Background: an optimization exercise with open tools, aiming at small area, a short achievable clock period and few clock cycles per item. Do not read the settings as production practice. In this exercise RTL edits were held to simulation tests only and were not proved equivalent to the original.

==> inputs of v11 <==
==> flow/design.v <==
`timescale 1ns / 1ps
package fkect_pkg;
    localparam int KEY_W  = 31;
    localparam int SLOT_W = 4;
    localparam int CAP    = 16;
endpackage
`timescale 1ns / 1ps
module fkect_ram (
    input  logic                            i_clk,
    input  logic                            i_rst_n,
    input  logic [fkect_pkg::KEY_W-1:0]     i_key_e,
    input  logic [fkect_pkg::CAP-1:0]       i_lt_e,     
    input  logic                            i_go,       
    input  logic                            i_down,     
    input  logic                            i_zero_e,   
    input  logic [fkect_pkg::SLOT_W-1:0]    i_slot,     
    input  logic [fkect_pkg::KEY_W-1:0]     i_key_c,
    output logic [fkect_pkg::CAP-1:0]       o_lt_c,     
    output logic [fkect_pkg::SLOT_W-1:0]    o_hit_slot_c,  
    output logic                            o_hit_c,    
    output logic [fkect_pkg::KEY_W-1:0]     o_lo_up,    
    output logic [fkect_pkg::KEY_W-1:0]     o_hi_dn,    
    output logic                            o_lo_k,     
    output logic                            o_lo_n,     
    output logic                            o_hi_k,     
    output logic                            o_hi_p,     
    output logic                            o_full,
    output logic                            o_zero,     
    output logic [fkect_pkg::KEY_W-1:0]     o_lo,
    output logic [fkect_pkg::KEY_W-1:0]     o_hi,
    output logic [fkect_pkg::SLOT_W-1:0]    o_lo_slot,
    output logic [fkect_pkg::SLOT_W-1:0]    o_hi_slot
);
    localparam int N = fkect_pkg::CAP;
    localparam int W = fkect_pkg::KEY_W;
    localparam int S = fkect_pkg::SLOT_W;
    logic [W-1:0] r_nkey [N];    
    logic [W-1:0] r_key  [N];
    logic [S-1:0] r_slot [N];
    logic [N-1:0] r_v;
    logic         r_zero;
    logic [W-1:0] n_key  [N];    
    logic         zero_next;
    for (genvar i = 0; i < N; i++) begin : g_inv
        assign r_key[i] = ~r_nkey[i];
    end
    assign o_full    = r_v[N-1];
    assign o_zero    = r_zero;
    assign o_lo      = r_lo;
    assign o_hi      = r_key[N-1];
    assign o_lo_slot = r_zero ? r_slot[1] : r_slot[0];
    assign o_hi_slot = r_slot[N-1];
    logic [S-1:0] c_slot;
    always_comb begin
        c_slot = '0;
        for (int i = 0; i < N; i++) begin
            c_slot = c_slot | (c_eq[i] ? r_slot[i] : '0);
        end
    end
    assign o_hit_slot_c = (i_go && k_eq) ? i_slot : c_slot;
    assign zero_next = r_zero || (i_go && i_zero_e);
    always_ff @(posedge i_clk) begin
        if (!i_rst_n) begin
            r_zero <= 1'b0;
            r_v    <= '0;
        end else if (i_go) begin
            r_zero <= zero_next;
            r_v    <= {r_v[N-2:0], 1'b1};
        end
    end
    logic [N-1:0] sel_k, sel_n, sel_p;
    assign o_lo_up = r_lon;
    assign o_hi_dn = r_key[N-2];
    assign o_lo_k  = r_zero ? sel_k[1] : (sel_k[0] && !i_zero_e);
    assign o_lo_n  = r_zero ? sel_n[1] : (sel_n[0] && !i_zero_e);
    assign o_hi_k  = sel_k[N-1];
    assign o_hi_p  = sel_p[N-1];
    logic [W-1:0] r_lo, r_lon;
    logic         lon_k, lon_p, lon_n;
    assign lon_k = r_zero ? sel_k[2] : (sel_k[1] && !i_zero_e);
    assign lon_p = r_zero ? sel_p[2] : (sel_p[1] && !i_zero_e);
    assign lon_n = r_zero ? sel_n[2] : sel_n[1];
    always_ff @(posedge i_clk) begin
        if (o_lo_k) begin
            r_lo <= i_key_e;
        end else if (o_lo_n) begin
            r_lo <= r_lon;
        end
        if (lon_k) begin
            r_lon <= i_key_e;
        end else if (lon_p) begin
            r_lon <= r_lo;
        end else if (lon_n) begin
            r_lon <= r_zero ? r_key[3] : r_key[2];
        end
    end
    logic [N-1:0] c_lt, c_eq;
    logic         k_lt, k_eq;
    for (genvar i = 0; i < N; i++) begin : g_cmp
        logic lt, eq;
        fkect_cmp #(.W(W)) u_cmp (.i_a(r_key[i]), .i_b(i_key_c), .o_lt(lt), .o_eq(eq));
        assign c_lt[i] = r_v[i] && lt;
        assign c_eq[i] = r_v[i] && eq;
    end
    fkect_cmp #(.W(W)) u_cmp_k (.i_a(i_key_e), .i_b(i_key_c), .o_lt(k_lt), .o_eq(k_eq));
    logic [N+1:0] lt_x;    
    assign lt_x = {1'b0, i_lt_e, 1'b1};
    logic [N-1:0] victim;
    for (genvar i = 0; i < N; i++) begin : g_vic
        if (i == 0) begin : g_v0
            assign victim[i] = i_go && o_full && i_down && !r_zero;
        end else if (i == 1) begin : g_v1
            assign victim[i] = i_go && o_full && i_down && r_zero;
        end else if (i == N - 1) begin : g_v15
            assign victim[i] = i_go && o_full && !i_down;
        end else begin : g_vn
            assign victim[i] = 1'b0;
        end
    end
    assign o_hit_c = (i_go && k_eq) || |(c_eq & ~victim);
    for (genvar i = 0; i < N; i++) begin : g_ent
        logic [W-1:0] prev_key, next_key;
        logic [S-1:0] prev_slot, next_slot;
        logic         prev_lt, next_lt;
        logic         take_k, take_prev, take_next;
        logic         s_k, s_p, s_n, s_h;
        if (i == 0) begin : g_lo
            assign prev_key  = '0;
            assign prev_slot = '0;
            assign prev_lt   = 1'b0;
        end else begin : g_mid
            assign prev_key  = r_key[i-1];
            assign prev_slot = r_slot[i-1];
            assign prev_lt   = c_lt[i-1];
        end
        if (i == N - 1) begin : g_hi
            assign next_key  = '0;
            assign next_slot = '0;
            assign next_lt   = 1'b0;
        end else begin : g_mid2
            assign next_key  = r_key[i+1];
            assign next_slot = r_slot[i+1];
            assign next_lt   = c_lt[i+1];
        end
        always_comb begin
            take_k    = 1'b0;
            take_prev = 1'b0;
            take_next = 1'b0;
            if (!i_down) begin
                take_k    = !lt_x[i+1] && lt_x[i];
                take_prev = !lt_x[i];
            end else if (!(i == 0 && r_zero)) begin
                take_next = lt_x[i+2];
                take_k    = lt_x[i+1] && !lt_x[i+2];
            end
        end
        assign s_k = i_go && take_k;
        assign s_p = i_go && take_prev;
        assign s_n = i_go && take_next;
        assign s_h = !(s_k || s_p || s_n);
        assign sel_k[i] = s_k;
        assign sel_n[i] = s_n;
        assign sel_p[i] = s_p;
        assign n_key[i] = ({W{s_k}} & i_key_e)  | ({W{s_p}} & prev_key) |
                          ({W{s_n}} & next_key) | ({W{s_h}} & r_key[i]);
        always_ff @(posedge i_clk) begin
            r_nkey[i] <= ~n_key[i];
            r_slot[i] <= ({S{s_k}} & i_slot)    | ({S{s_p}} & prev_slot) |
                         ({S{s_n}} & next_slot) | ({S{s_h}} & r_slot[i]);
        end
        assign o_lt_c[i] = (s_k && k_lt) || (s_p && prev_lt) || (s_n && next_lt) || (s_h && c_lt[i]);
    end
endmodule
module fkect_cmp #(
    parameter int W = 31
) (
    input  logic [W-1:0] i_a,
    input  logic [W-1:0] i_b,
    output logic         o_lt,
    output logic         o_eq
);
    if (W == 1) begin : g_bit
        assign o_lt = !i_a[0] && i_b[0];
        assign o_eq = !(i_a[0] ^ i_b[0]);
    end else begin : g_split
        localparam int WL = W / 2;
        localparam int WH = W - WL;
        logic lt_h, eq_h, lt_l, eq_l;
        fkect_cmp #(.W(WH)) u_h (.i_a(i_a[W-1:WL]), .i_b(i_b[W-1:WL]), .o_lt(lt_h), .o_eq(eq_h));
        fkect_cmp #(.W(WL)) u_l (.i_a(i_a[WL-1:0]), .i_b(i_b[WL-1:0]), .o_lt(lt_l), .o_eq(eq_l));
        assign o_lt = lt_h || (eq_h && lt_l);
        assign o_eq = eq_h && eq_l;
    end
endmodule
`timescale 1ns / 1ps
module fkect_ctrl (
    input  logic i_clk,
    input  logic i_rst_n,
    input  logic i_req_valid,
    output logic o_req_ready,
    input  logic i_rsp_ready,
    output logic o_rsp_valid,
    output logic o_move,       
    output logic o_exec        
);
    logic r_ve, r_vh;
    assign o_exec      = r_ve && (!r_vh || i_rsp_ready);
    assign o_req_ready = !r_ve || o_exec;
    assign o_move      = i_req_valid && o_req_ready;
    assign o_rsp_valid = r_vh;
    always_ff @(posedge i_clk) begin
        if (!i_rst_n) begin
            r_ve <= 1'b0;
            r_vh <= 1'b0;
        end else begin
            r_ve <= o_move || (r_ve && !o_exec);
            r_vh <= o_exec || (r_vh && !i_rsp_ready);
        end
    end
endmodule
`timescale 1ns / 1ps
module fkect_dp (
    input  logic                          i_clk,
    input  logic                          i_rst_n,
    input  logic                          i_move,
    input  logic                          i_exec,
    input  logic [fkect_pkg::KEY_W-1:0]   i_line_number,
    output logic                          o_hit,
    output logic [fkect_pkg::SLOT_W-1:0]  o_slot,
    output logic                          o_evicted,
    output logic [fkect_pkg::KEY_W-1:0]   o_evicted_line
);
    localparam int N = fkect_pkg::CAP;
    localparam int W = fkect_pkg::KEY_W;
    localparam int S = fkect_pkg::SLOT_W;
    localparam int RW = 1 + S + 1 + W;
    assign key_c = i_line_number;
    logic [W-1:0] key_c;
    logic [W-1:0] r_key_e;
    logic [N-1:0] r_lt_e;
    logic [S-1:0] r_hit_slot_e;
    logic         r_ev_e;       
    logic [S-1:0] r_count;
    logic [N-1:0] lt_c;
    logic [S-1:0] hit_slot_c;
    logic [W-1:0] lo_up, hi_dn, lo_key, hi_key;
    logic         lo_k, lo_n, hi_k, hi_p;
    logic [S-1:0] lo_slot, hi_slot, hit_slot, new_slot;
    logic         full, zero, hit, go;
    logic         ev_c, hit_c;
    logic         r_hit_e;
    fkect_ram u_tags (
        .i_clk     (i_clk),
        .i_rst_n   (i_rst_n),
        .i_key_e   (r_key_e),
        .i_lt_e    (r_lt_e),
        .i_go      (go),
        .i_down    (full && r_ev_e),
        .i_zero_e  (r_key_e == '0),
        .i_slot    (new_slot),
        .i_key_c   (key_c),
        .o_lt_c    (lt_c),
        .o_hit_slot_c (hit_slot_c),
        .o_hit_c   (hit_c),
        .o_lo_up   (lo_up),
        .o_hi_dn   (hi_dn),
        .o_lo_k    (lo_k),
        .o_lo_n    (lo_n),
        .o_hi_k    (hi_k),
        .o_hi_p    (hi_p),
        .o_full    (full),
        .o_zero    (zero),
        .o_lo      (lo_key),
        .o_hi      (hi_key),
        .o_lo_slot (lo_slot),
        .o_hi_slot (hi_slot)
    );
    assign hit      = r_hit_e;
    assign go       = i_exec && !hit;
    assign new_slot = !full ? r_count : (r_ev_e ? lo_slot : hi_slot);
    logic [6:0] ev_pair, ev_sel;
    fkect_ev u_ev0 (.i_k(key_c), .i_lo(lo_key), .i_hi(hi_key),  .o_ev(ev_pair[0]));
    fkect_ev u_ev1 (.i_k(key_c), .i_lo(lo_key), .i_hi(hi_dn),   .o_ev(ev_pair[1]));
    fkect_ev u_ev2 (.i_k(key_c), .i_lo(lo_key), .i_hi(r_key_e), .o_ev(ev_pair[2]));
    fkect_ev u_ev3 (.i_k(key_c), .i_lo(lo_up),  .i_hi(hi_key),  .o_ev(ev_pair[3]));
    fkect_ev u_ev4 (.i_k(key_c), .i_lo(lo_up),  .i_hi(r_key_e), .o_ev(ev_pair[4]));
    fkect_ev u_ev5 (.i_k(key_c), .i_lo(r_key_e), .i_hi(hi_dn),  .o_ev(ev_pair[5]));
    fkect_ev u_ev6 (.i_k(key_c), .i_lo(r_key_e), .i_hi(hi_key), .o_ev(ev_pair[6]));
    logic lo_h, hi_h;
    assign lo_h      = !lo_k && !lo_n;
    assign hi_h      = !hi_k && !hi_p;
    assign ev_sel[0] = lo_h && hi_h;
    assign ev_sel[1] = lo_h && hi_p;
    assign ev_sel[2] = lo_h && hi_k;
    assign ev_sel[3] = lo_n && !hi_k;
    assign ev_sel[4] = lo_n && hi_k;
    assign ev_sel[5] = lo_k && hi_p;
    assign ev_sel[6] = lo_k && !hi_p;
    assign ev_c      = |(ev_sel & ev_pair);
    always_ff @(posedge i_clk) begin
        if (i_move) begin
            r_key_e <= key_c;
            r_lt_e  <= lt_c;
            r_hit_slot_e <= hit_slot_c;
            r_hit_e <= hit_c;
            r_ev_e  <= ev_c;
        end
    end
    always_ff @(posedge i_clk) begin
        if (!i_rst_n) begin
            r_count <= '0;
        end else if (go && !full) begin
            r_count <= r_count + S'(1);
        end
    end
    logic [RW-1:0] rsp_new, r_head;
    assign rsp_new = {hit,
                      hit ? r_hit_slot_e : new_slot,
                      !hit && full,
                      (!hit && full) ? (r_ev_e ? lo_key : hi_key) : W'(0)};
    always_ff @(posedge i_clk) begin
        if (i_exec) begin
            r_head <= rsp_new;
        end
    end
    assign {o_hit, o_slot, o_evicted, o_evicted_line} = r_head;
endmodule
module fkect_ev (
    input  logic [fkect_pkg::KEY_W-1:0] i_k,
    input  logic [fkect_pkg::KEY_W-1:0] i_lo,
    input  logic [fkect_pkg::KEY_W-1:0] i_hi,
    output logic                        o_ev
);
    logic [31:0] a, b, c, s, cy, ns, cc;
    logic        lt;
    assign a  = {i_k, 1'b0};
    assign b  = ~{1'b0, i_lo};
    assign c  = ~{1'b0, i_hi};
    assign s  = a ^ b ^ c;
    assign cy = (a & b) | (a & c) | (b & c);
    assign ns = ~s;
    assign cc = {cy[30:0], 1'b1};
    fkect_cmp #(.W(32)) u_cmp (.i_a(cc), .i_b(ns), .o_lt(lt), .o_eq());
    assign o_ev = !lt;
endmodule
`timescale 1ns / 1ps
module farthest_key_eviction_cache_tags_top (
    input  logic        i_clk,
    input  logic        i_rst_n,
    input  logic        i_req_valid,
    output logic        o_req_ready,
    input  logic [30:0] i_req_line_number,
    output logic        o_rsp_valid,
    input  logic        i_rsp_ready,
    output logic        o_rsp_hit,
    output logic [3:0]  o_rsp_slot,
    output logic        o_rsp_evicted,
    output logic [30:0] o_rsp_evicted_line
);
    logic move, exec;
    fkect_ctrl u_ctrl (
        .i_clk            (i_clk),
        .i_rst_n          (i_rst_n),
        .i_req_valid      (i_req_valid),
        .o_req_ready      (o_req_ready),
        .i_rsp_ready      (i_rsp_ready),
        .o_rsp_valid      (o_rsp_valid),
        .o_move           (move),
        .o_exec           (exec)
    );
    fkect_dp u_dp (
        .i_clk            (i_clk),
        .i_rst_n          (i_rst_n),
        .i_move           (move),
        .i_exec           (exec),
        .i_line_number    (i_req_line_number),
        .o_hit            (o_rsp_hit),
        .o_slot           (o_rsp_slot),
        .o_evicted        (o_rsp_evicted),
        .o_evicted_line   (o_rsp_evicted_line)
    );
endmodule
==> flow/run.sh <==
#!/bin/bash
# synth_recipe.tcl (not shown) runs the flow's synth.tcl, then flattens the netlist and writes it again
# the make line also repeats each setting of config.mk as NAME=value (left out here)
make -C /OpenROAD-flow-scripts/flow DESIGN_CONFIG=/design/flow/config.mk WORK_HOME=/design/flow/orfs CLKGATE_MAP_FILE= SYNTH_SCRIPT=/design/flow/synth_recipe.tcl finish
==> flow/config.mk <==
export PLATFORM = sky130hd
export DESIGN_NAME = farthest_key_eviction_cache_tags_top
export DESIGN_NICKNAME = farthest_key_eviction_cache_tags_top
export VERILOG_FILES = /design/flow/design.v
export SDC_FILE = /design/flow/constraint.sdc
export NUM_CORES = 4
export LEC_CHECK = 0
export CAP_MARGIN = 20
export CORE_MARGIN = 2
export CORE_UTILIZATION = 55
export SETUP_SLACK_MARGIN = 0.4
export SLEW_MARGIN = 20
==> flow/constraint.sdc <==
create_clock -name core_clock -period 4.5 [get_ports {i_clk}]
set_input_delay 0.9000 -clock core_clock [delete_from_list [all_inputs] [get_ports {i_clk}]]
set_output_delay 0.9000 -clock core_clock [all_outputs]
set_load 0.01 [all_outputs]
==> inputs of v31, as changes to v11 <==
==> flow/design.v, changed modules only <==
module fkect_ctrl (
    input  logic i_clk,
    input  logic i_rst_n,
    input  logic i_req_valid,
    output logic o_req_ready,
    input  logic i_rsp_ready,
    output logic o_rsp_valid,
    output logic o_load_c,     
    output logic o_move,       
    output logic o_exec,       
    output logic o_head_load,  
    output logic o_head_from_tail,
    output logic o_tail_load
);
    logic r_rdy;
    logic r_vc, r_ve, r_vh, r_vt;
    logic n_vc, n_ve, n_vh, n_vt;
    logic pop, head_free;
    assign o_req_ready = r_rdy;
    assign o_rsp_valid = r_vh;
    assign o_load_c    = r_rdy;
    assign o_exec      = r_ve && !(r_vh && r_vt);
    assign o_move      = r_vc && (!r_ve || o_exec);
    assign pop         = r_vh && i_rsp_ready;
    assign head_free   = !r_vh || pop;
    assign o_head_load      = head_free && (r_vt || o_exec);
    assign o_head_from_tail = r_vt;
    assign o_tail_load      = o_exec && !(head_free && !r_vt);
    always_comb begin
        n_vc = (r_rdy && i_req_valid) || (r_vc && !o_move);
        n_ve = o_move || (r_ve && !o_exec);
        if (head_free) begin
            n_vh = r_vt || o_exec;
            n_vt = r_vt && o_exec;
        end else begin
            n_vh = 1'b1;
            n_vt = r_vt || o_exec;
        end
    end
    always_ff @(posedge i_clk) begin
        if (!i_rst_n) begin
            r_rdy <= 1'b1;
            r_vc  <= 1'b0;
            r_ve  <= 1'b0;
            r_vh  <= 1'b0;
            r_vt  <= 1'b0;
        end else begin
            r_rdy <= !n_vc || !n_ve || !(n_vh && n_vt);
            r_vc  <= n_vc;
            r_ve  <= n_ve;
            r_vh  <= n_vh;
            r_vt  <= n_vt;
        end
    end
endmodule
module fkect_dp (
    input  logic                          i_clk,
    input  logic                          i_rst_n,
    input  logic                          i_load_c,
    input  logic                          i_move,
    input  logic                          i_exec,
    input  logic                          i_head_load,
    input  logic                          i_head_from_tail,
    input  logic                          i_tail_load,
    input  logic [fkect_pkg::KEY_W-1:0]   i_line_number,
    output logic                          o_hit,
    output logic [fkect_pkg::SLOT_W-1:0]  o_slot,
    output logic                          o_evicted,
    output logic [fkect_pkg::KEY_W-1:0]   o_evicted_line
);
    localparam int N = fkect_pkg::CAP;
    localparam int W = fkect_pkg::KEY_W;
    localparam int S = fkect_pkg::SLOT_W;
    localparam int RW = 1 + S + 1 + W;
    logic [W-1:0] r_key_c;
    logic [W-1:0] r_key_e;
    logic [N-1:0] r_lt_e;
    logic [S-1:0] r_hit_slot_e;
    logic         r_ev_e;       
    logic [S-1:0] r_count;
    logic [N-1:0] lt_c;
    logic [S-1:0] hit_slot_c;
    logic [W-1:0] lo_up, hi_dn, lo_key, hi_key;
    logic         lo_k, lo_n, hi_k, hi_p;
    logic [S-1:0] lo_slot, hi_slot, hit_slot, new_slot;
    logic         full, zero, hit, go;
    logic         ev_c, hit_c;
    logic         r_hit_e;
    fkect_ram u_tags (
        .i_clk     (i_clk),
        .i_rst_n   (i_rst_n),
        .i_key_e   (r_key_e),
        .i_lt_e    (r_lt_e),
        .i_go      (go),
        .i_down    (full && r_ev_e),
        .i_zero_e  (r_key_e == '0),
        .i_slot    (new_slot),
        .i_key_c   (r_key_c),
        .o_lt_c    (lt_c),
        .o_hit_slot_c (hit_slot_c),
        .o_hit_c   (hit_c),
        .o_lo_up   (lo_up),
        .o_hi_dn   (hi_dn),
        .o_lo_k    (lo_k),
        .o_lo_n    (lo_n),
        .o_hi_k    (hi_k),
        .o_hi_p    (hi_p),
        .o_full    (full),
        .o_zero    (zero),
        .o_lo      (lo_key),
        .o_hi      (hi_key),
        .o_lo_slot (lo_slot),
        .o_hi_slot (hi_slot)
    );
    assign hit      = r_hit_e;
    assign go       = i_exec && !hit;
    assign new_slot = !full ? r_count : (r_ev_e ? lo_slot : hi_slot);
    logic [6:0] ev_pair, ev_sel;
    fkect_ev u_ev0 (.i_k(r_key_c), .i_lo(lo_key), .i_hi(hi_key),  .o_ev(ev_pair[0]));
    fkect_ev u_ev1 (.i_k(r_key_c), .i_lo(lo_key), .i_hi(hi_dn),   .o_ev(ev_pair[1]));
    fkect_ev u_ev2 (.i_k(r_key_c), .i_lo(lo_key), .i_hi(r_key_e), .o_ev(ev_pair[2]));
    fkect_ev u_ev3 (.i_k(r_key_c), .i_lo(lo_up),  .i_hi(hi_key),  .o_ev(ev_pair[3]));
    fkect_ev u_ev4 (.i_k(r_key_c), .i_lo(lo_up),  .i_hi(r_key_e), .o_ev(ev_pair[4]));
    fkect_ev u_ev5 (.i_k(r_key_c), .i_lo(r_key_e), .i_hi(hi_dn),  .o_ev(ev_pair[5]));
    fkect_ev u_ev6 (.i_k(r_key_c), .i_lo(r_key_e), .i_hi(hi_key), .o_ev(ev_pair[6]));
    logic lo_h, hi_h;
    assign lo_h      = !lo_k && !lo_n;
    assign hi_h      = !hi_k && !hi_p;
    assign ev_sel[0] = lo_h && hi_h;
    assign ev_sel[1] = lo_h && hi_p;
    assign ev_sel[2] = lo_h && hi_k;
    assign ev_sel[3] = lo_n && !hi_k;
    assign ev_sel[4] = lo_n && hi_k;
    assign ev_sel[5] = lo_k && hi_p;
    assign ev_sel[6] = lo_k && !hi_p;
    assign ev_c      = |(ev_sel & ev_pair);
    always_ff @(posedge i_clk) begin
        if (i_load_c) begin
            r_key_c <= i_line_number;
        end
        if (i_move) begin
            r_key_e <= r_key_c;
            r_lt_e  <= lt_c;
            r_hit_slot_e <= hit_slot_c;
            r_hit_e <= hit_c;
            r_ev_e  <= ev_c;
        end
    end
    always_ff @(posedge i_clk) begin
        if (!i_rst_n) begin
            r_count <= '0;
        end else if (go && !full) begin
            r_count <= r_count + S'(1);
        end
    end
    logic [RW-1:0] rsp_new, r_head, r_tail;
    assign rsp_new = {hit,
                      hit ? r_hit_slot_e : new_slot,
                      !hit && full,
                      (!hit && full) ? (r_ev_e ? lo_key : hi_key) : W'(0)};
    always_ff @(posedge i_clk) begin
        if (i_head_load) begin
            r_head <= i_head_from_tail ? r_tail : rsp_new;
        end
        if (i_tail_load) begin
            r_tail <= rsp_new;
        end
    end
    assign {o_hit, o_slot, o_evicted, o_evicted_line} = r_head;
endmodule
module farthest_key_eviction_cache_tags_top (
    input  logic        i_clk,
    input  logic        i_rst_n,
    input  logic        i_req_valid,
    output logic        o_req_ready,
    input  logic [30:0] i_req_line_number,
    output logic        o_rsp_valid,
    input  logic        i_rsp_ready,
    output logic        o_rsp_hit,
    output logic [3:0]  o_rsp_slot,
    output logic        o_rsp_evicted,
    output logic [30:0] o_rsp_evicted_line
);
    logic load_c, move, exec, head_load, head_from_tail, tail_load;
    fkect_ctrl u_ctrl (
        .i_clk            (i_clk),
        .i_rst_n          (i_rst_n),
        .i_req_valid      (i_req_valid),
        .o_req_ready      (o_req_ready),
        .i_rsp_ready      (i_rsp_ready),
        .o_rsp_valid      (o_rsp_valid),
        .o_load_c         (load_c),
        .o_move           (move),
        .o_exec           (exec),
        .o_head_load      (head_load),
        .o_head_from_tail (head_from_tail),
        .o_tail_load      (tail_load)
    );
    fkect_dp u_dp (
        .i_clk            (i_clk),
        .i_rst_n          (i_rst_n),
        .i_load_c         (load_c),
        .i_move           (move),
        .i_exec           (exec),
        .i_head_load      (head_load),
        .i_head_from_tail (head_from_tail),
        .i_tail_load      (tail_load),
        .i_line_number    (i_req_line_number),
        .o_hit            (o_rsp_hit),
        .o_slot           (o_rsp_slot),
        .o_evicted        (o_rsp_evicted),
        .o_evicted_line   (o_rsp_evicted_line)
    );
endmodule
--- a/flow/config.mk
+++ b/flow/config.mk
@@ -8,5 +8,7 @@
 export CAP_MARGIN = 20
 export CORE_MARGIN = 2
 export CORE_UTILIZATION = 55
-export SETUP_SLACK_MARGIN = 0.4
+export CTS_BUF_LIST = sky130_fd_sc_hd__clkbuf_8
+export CTS_CLUSTER_SIZE = 30
+export SETUP_SLACK_MARGIN = 1.0
 export SLEW_MARGIN = 20
==> inputs of v7, as changes to v11 <==
--- a/flow/config.mk
+++ b/flow/config.mk
@@ -7,6 +7,6 @@
 export LEC_CHECK = 0
 export CAP_MARGIN = 20
 export CORE_MARGIN = 2
-export CORE_UTILIZATION = 55
-export SETUP_SLACK_MARGIN = 0.4
+export CORE_UTILIZATION = 40
+export SETUP_SLACK_MARGIN = 1.5
 export SLEW_MARGIN = 20
==> comparison table <==
| quantity | v11 | v31 | v7 |
|---|---|---|---|
| Status | complete, no violations | complete, no violations | complete, no violations |
| Setup skew after layout | 0.0273 ns | 0.0365 ns | 0.0353 ns |
| Relative area of clock buffers and inverters in the final design | 0.0520 | 0.0480 | 0.0504 |
| Crit Reg-Reg Startpoint | u_dp.r_key_e[16]$_DFFE_PP_ | u_dp.r_key_c[13]$_DFFE_PP_ | u_dp.u_tags.r_lo[3]$_DFFE_PP_ |
| Worst setup path start | u_dp.r_key_e[16]$_DFFE_PP_ | u_dp.r_key_c[13]$_DFFE_PP_ | i_req_line_number[21] |
| First drt pass iteration count | 9 | 7 | 8 |
| Length of routed met3 wiring | 26000 um | 23600 um | 23200 um |
| Sequential cell area in the final layout | 0.0162 sq mm | 0.0183 sq mm | 0.0163 sq mm |
| Slew at the pin with the worst max-slew slack | 1.17 ns | 1.09 ns | 1.07 ns |
| Global-route wire length before repair | 325000 um | 318000 um | 330000 um |
| Instance count after placement with tap cells included | 7116 | 7263 | 7592 |
| Count of multi-input gates | 4330 | 4354 | 4331 |
| Max-slew headroom | 0.208 | 0.274 | 0.279 |
Testbench counts of v11, summed over its fixed seeds: cycles 16,016, items 16,000.
Testbench counts of v31, summed over its fixed seeds: cycles 16,024, items 16,000.
Testbench counts of v7, summed over its fixed seeds: cycles 16,016, items 16,000.

re-timing with driven ports:
Ports are ideal in the flow. The routed layouts listed here were re-timed in OpenROAD. Step 1: set_driving_cell puts a clkbuf_16 on i_clk and a buf_2 on each other input, an assumption about the parent block. Step 2 adds t to the input delays and takes it off the output delays; t is the mean of the earliest and latest rising clock arrival at the registers after step 1. Input paths then give back, and output paths get back, about the clock's delay inside the block. a / b / c = ideal ports / drivers / drivers and shift; a / b = the first two.
run	t, ns	setup slack, ns	hold slack, ns	worst register clock-pin slew, ns	cell pins on the clock port's net
v11	0.753	0.350 / 0.350 / -0.119	0.502 / 0.502 / 0.502	0.07 / 0.07	1
v31	0.916	1.033 / 1.033 / 1.033	0.499 / 0.499 / 0.499	0.07 / 0.07	1
v7	0.803	1.340 / 1.342 / 0.583	0.496 / 0.496 / 0.496	0.07 / 0.07	1
With both steps, setup timing fails in v11, where it was met with ideal ports. The setup slack of v7, which loses most, moves by +0.002 ns with the drivers and by -0.757 ns with both steps.
